What follows belongs to an exercise in optimizing a design on an open flow for small area and a short achievable clock period; a production flow would make more cautious choices. RTL that was checked went through simulation tests only; none was proved equivalent to the original.

// yuv_to_rgb_core
module yuv_to_rgb_core (
	input  logic                CLOCK_50_I,
	input  logic                resetn,
	input  logic                pair_strobe,
	input  pixel_pkg::sample_t  y_even,
	input  pixel_pkg::sample_t  y_odd,
	input  pixel_pkg::sample_t  u_in,
	input  pixel_pkg::sample_t  v_in,
	output logic                rgb_strobe,
	output pixel_pkg::channel_t r_even,
	output pixel_pkg::channel_t g_even,
	output pixel_pkg::channel_t b_even,
	output pixel_pkg::channel_t r_odd,
	output pixel_pkg::channel_t g_odd,
	output pixel_pkg::channel_t b_odd
);
export LEC_CHECK = 0
export ABC_AREA = 1
export CAP_MARGIN = 20
export CORE_MARGIN = 2
export CORE_UTILIZATION = 40
export CTS_BUF_LIST = sky130_fd_sc_hd__clkbuf_8
export SLEW_MARGIN = 20
create_clock -name core_clock -period 11.5 [get_ports {CLOCK_50_I}]
standard.sh (not shown) runs the stock make flow with config.mk's settings and CLKGATE_MAP_FILE= SYNTH_SCRIPT=/design/flow/synth_recipe.tcl, a recipe that flattens the netlist after the stock synthesis.
==> flow/flow/run.sh <==
#!/bin/bash
# Standard layout, with one extra step between synthesis and floorplan:
# flow/polarity.py re-polarises the full-adder cells of the standard
# synthesis netlist to drop the inverters synthesis leaves between them.
# Each tool's output goes to a log of its own in this folder.
set -e
R=orfs/results/$FLOW_PLATFORM/yuv_to_rgb_core/base
bash standard.sh synth > 1_synth_std.log 2>&1
cp $R/1_2_yosys.v 1_2_yosys_std.v
python3 flow/polarity.py 1_2_yosys_std.v $R/1_2_yosys.v > polarity.log 2>&1
export SETUP_SLACK_MARGIN=8.1
# Port buffers: a plain buffer rather than the delay cell buffer_ports picks
export BUFFER_PORTS_ARGS="-buffer_cell sky130_fd_sc_hd__buf_2"
bash standard.sh finish > finish.log 2>&1
Other scripts of this flow, unchanged in this note and not shown: flow/flow/polarity.py
Then changed:
--- a/flow/flow/run.sh
+++ b/flow/flow/run.sh
@@ -11 +11 @@
-export SETUP_SLACK_MARGIN=8.1
+export SETUP_SLACK_MARGIN=7.9
- CORE_UTILIZATION: 40 -> 55
- PLACE_DENSITY: default -> 0.7
=>
- The new run completed without violations
- final cell count decreases by 6.0%
- hold slack is better by 0.019 ns
- routed wire length increases by 5.2%
- utilization increases by 17 points
- maximum frequency increases by 2.1%
Then changed:
- CORE_UTILIZATION: 55 -> 40
- CTS_BUF_LIST: sky130_fd_sc_hd__clkbuf_8 -> sky130_fd_sc_hd__clkbuf_4
- PLACE_DENSITY: 0.7 -> default
The new run finished clean.
Non-clock buffer count came out higher by 11.
Area after synthesis does not change.
Worst setup slack got worse by 0.036 ns.
Routed wire length came out lower slightly.
First-iteration DRC count came out lower by a little under a tenth.
Core utilization came out lower by 17 points.
Cell count came out higher by a little under a tenth.
Then changed:
--- a/flow/flow/run.sh
+++ b/flow/flow/run.sh
@@ -11,0 +12 @@
+export RECOVER_POWER=100
- CTS_BUF_LIST: sky130_fd_sc_hd__clkbuf_4 -> sky130_fd_sc_hd__clkbuf_8
Result: Now the flow produced a layout that fails on capacitance limit, slew limit; clock-buffer cell count is lower by 67; cell area is lower by 2.5%; non-clock buffer count is lower by 11; core utilization is lower by 1.2 points.

the reference run:
yuv_to_rgb_core, a different RTL version from the one above (not shown whole).
Size in the first run: about 2900 cells after synthesis, about 84 I/O pins, roughly 30000 µm² of cells after synthesis.
## yuv_to_rgb_core
module yuv_to_rgb_core (
	input  logic                CLOCK_50_I,
	input  logic                resetn,
	input  logic                pair_strobe,
	input  pixel_pkg::sample_t  y_even,
	input  pixel_pkg::sample_t  y_odd,
	input  pixel_pkg::sample_t  u_in,
	input  pixel_pkg::sample_t  v_in,
	output logic                rgb_strobe,
	output pixel_pkg::channel_t r_even,
	output pixel_pkg::channel_t g_even,
	output pixel_pkg::channel_t b_even,
	output pixel_pkg::channel_t r_odd,
	output pixel_pkg::channel_t g_odd,
	output pixel_pkg::channel_t b_odd
);
==> flow/config.mk <==
export PLATFORM = sky130hd
export DESIGN_NAME = yuv_to_rgb_core
export DESIGN_NICKNAME = yuv_to_rgb_core
export VERILOG_FILES = /design/flow/design.v
export SDC_FILE = /design/flow/constraint.sdc
export NUM_CORES = 4
export LEC_CHECK = 0
export ABC_AREA = 1
export CAP_MARGIN = 20
export CORE_MARGIN = 2
export CORE_UTILIZATION = 40
export SLEW_MARGIN = 20
==> flow/constraint.sdc <==
create_clock -name core_clock -period 11.5 [get_ports {CLOCK_50_I}]
set_input_delay 2.3000 -clock core_clock [delete_from_list [all_inputs] [get_ports {CLOCK_50_I}]]
set_output_delay 2.3000 -clock core_clock [all_outputs]
set_load 0.01 [all_outputs]
==> flow/flow/run.sh <==
#!/bin/bash
# Standard layout, with one extra step between synthesis and floorplan:
# flow/polarity.py re-polarises the full-adder cells of the standard
# synthesis netlist to drop the inverters synthesis leaves between them.
# Each tool's output goes to a log of its own in this folder.
set -e
R=orfs/results/$FLOW_PLATFORM/yuv_to_rgb_core/base
bash standard.sh synth > 1_synth_std.log 2>&1
cp $R/1_2_yosys.v 1_2_yosys_std.v
python3 flow/polarity.py 1_2_yosys_std.v $R/1_2_yosys.v > polarity.log 2>&1
export SETUP_SLACK_MARGIN=7.9
# Port buffers: a plain buffer rather than the delay cell buffer_ports picks
export BUFFER_PORTS_ARGS="-buffer_cell sky130_fd_sc_hd__buf_2"
bash standard.sh finish > finish.log 2>&1
Other scripts of this flow, unchanged in this note and not shown: flow/flow/polarity.py
The reference run completed; timing, DRC and antenna clean
Edits applied to the flow inputs when going from the reference run to the trial run:
diff --git a/flow/flow/run.sh b/flow/flow/run.sh
--- a/flow/flow/run.sh
+++ b/flow/flow/run.sh
@@ -10,3 +10,3 @@
 python3 flow/polarity.py 1_2_yosys_std.v $R/1_2_yosys.v > polarity.log 2>&1
-export SETUP_SLACK_MARGIN=7.9
+export SETUP_SLACK_MARGIN=8.2
 # Port buffers: a plain buffer rather than the delay cell buffer_ports picks
Findings:
Looking at the reports, the trial run completed the entire flow and the layout it produced met the timing, design-rule and antenna checks.
Global-route usage delta (the reference run -> the trial run): insignificant
Per the comparison of the trial run with the reference run, final cell utilization of the core increased by 1.1 points relative to the old numbers, sequential cell count roughly the same.
Diff the reference run -> the trial run: count of plain and timing-repair buffers +about 8%; final routed wirelength across all metal layers ~0 delta; register-to-register slack +0.06 ns; final non-filler cell area +about 2%.
No functional check of the RTL was part of any run of this note.

-- port drivers added, routing unchanged --
The flow's constraints put no driver on any port. The routed layouts listed below were extracted and timed again, unchanged, in two steps.
Step 1 assumes that a clkbuf_16 drives the clock port and a buf_2 every other input.
Step 2 also shifts input and output timing later by t, the mid clock arrival at the registers, as if the neighbouring blocks saw the same clock.
a / b / c = no drivers / after step 1 / after step 2; a / b = the first two.
run	t (ns)	slack for setup (ns)	latest minus earliest clock arrival (ns)	pins driven straight from the clock port
the first run of note 1	0.688	7.746 / 7.746 / 7.690	0.049 / 0.049	1
the second run of note 1	0.722	7.824 / 7.824 / 7.560	0.041 / 0.041	1
the third run of note 1	0.900	7.787 / 7.787 / 7.547	0.086 / 0.086	1
the fourth run of note 1	0.708	6.259 / 6.259 / 6.259	0.066 / 0.066	1
the reference run	0.643	7.728 / 7.728 / 7.728	0.064 / 0.064	1
the trial run	0.635	7.792 / 7.792 / 7.792	0.022 / 0.021	1
For the second run of note 1, which loses most, drivers alone change the setup slack by 0.000 ns; drivers and shift together by -0.264 ns.
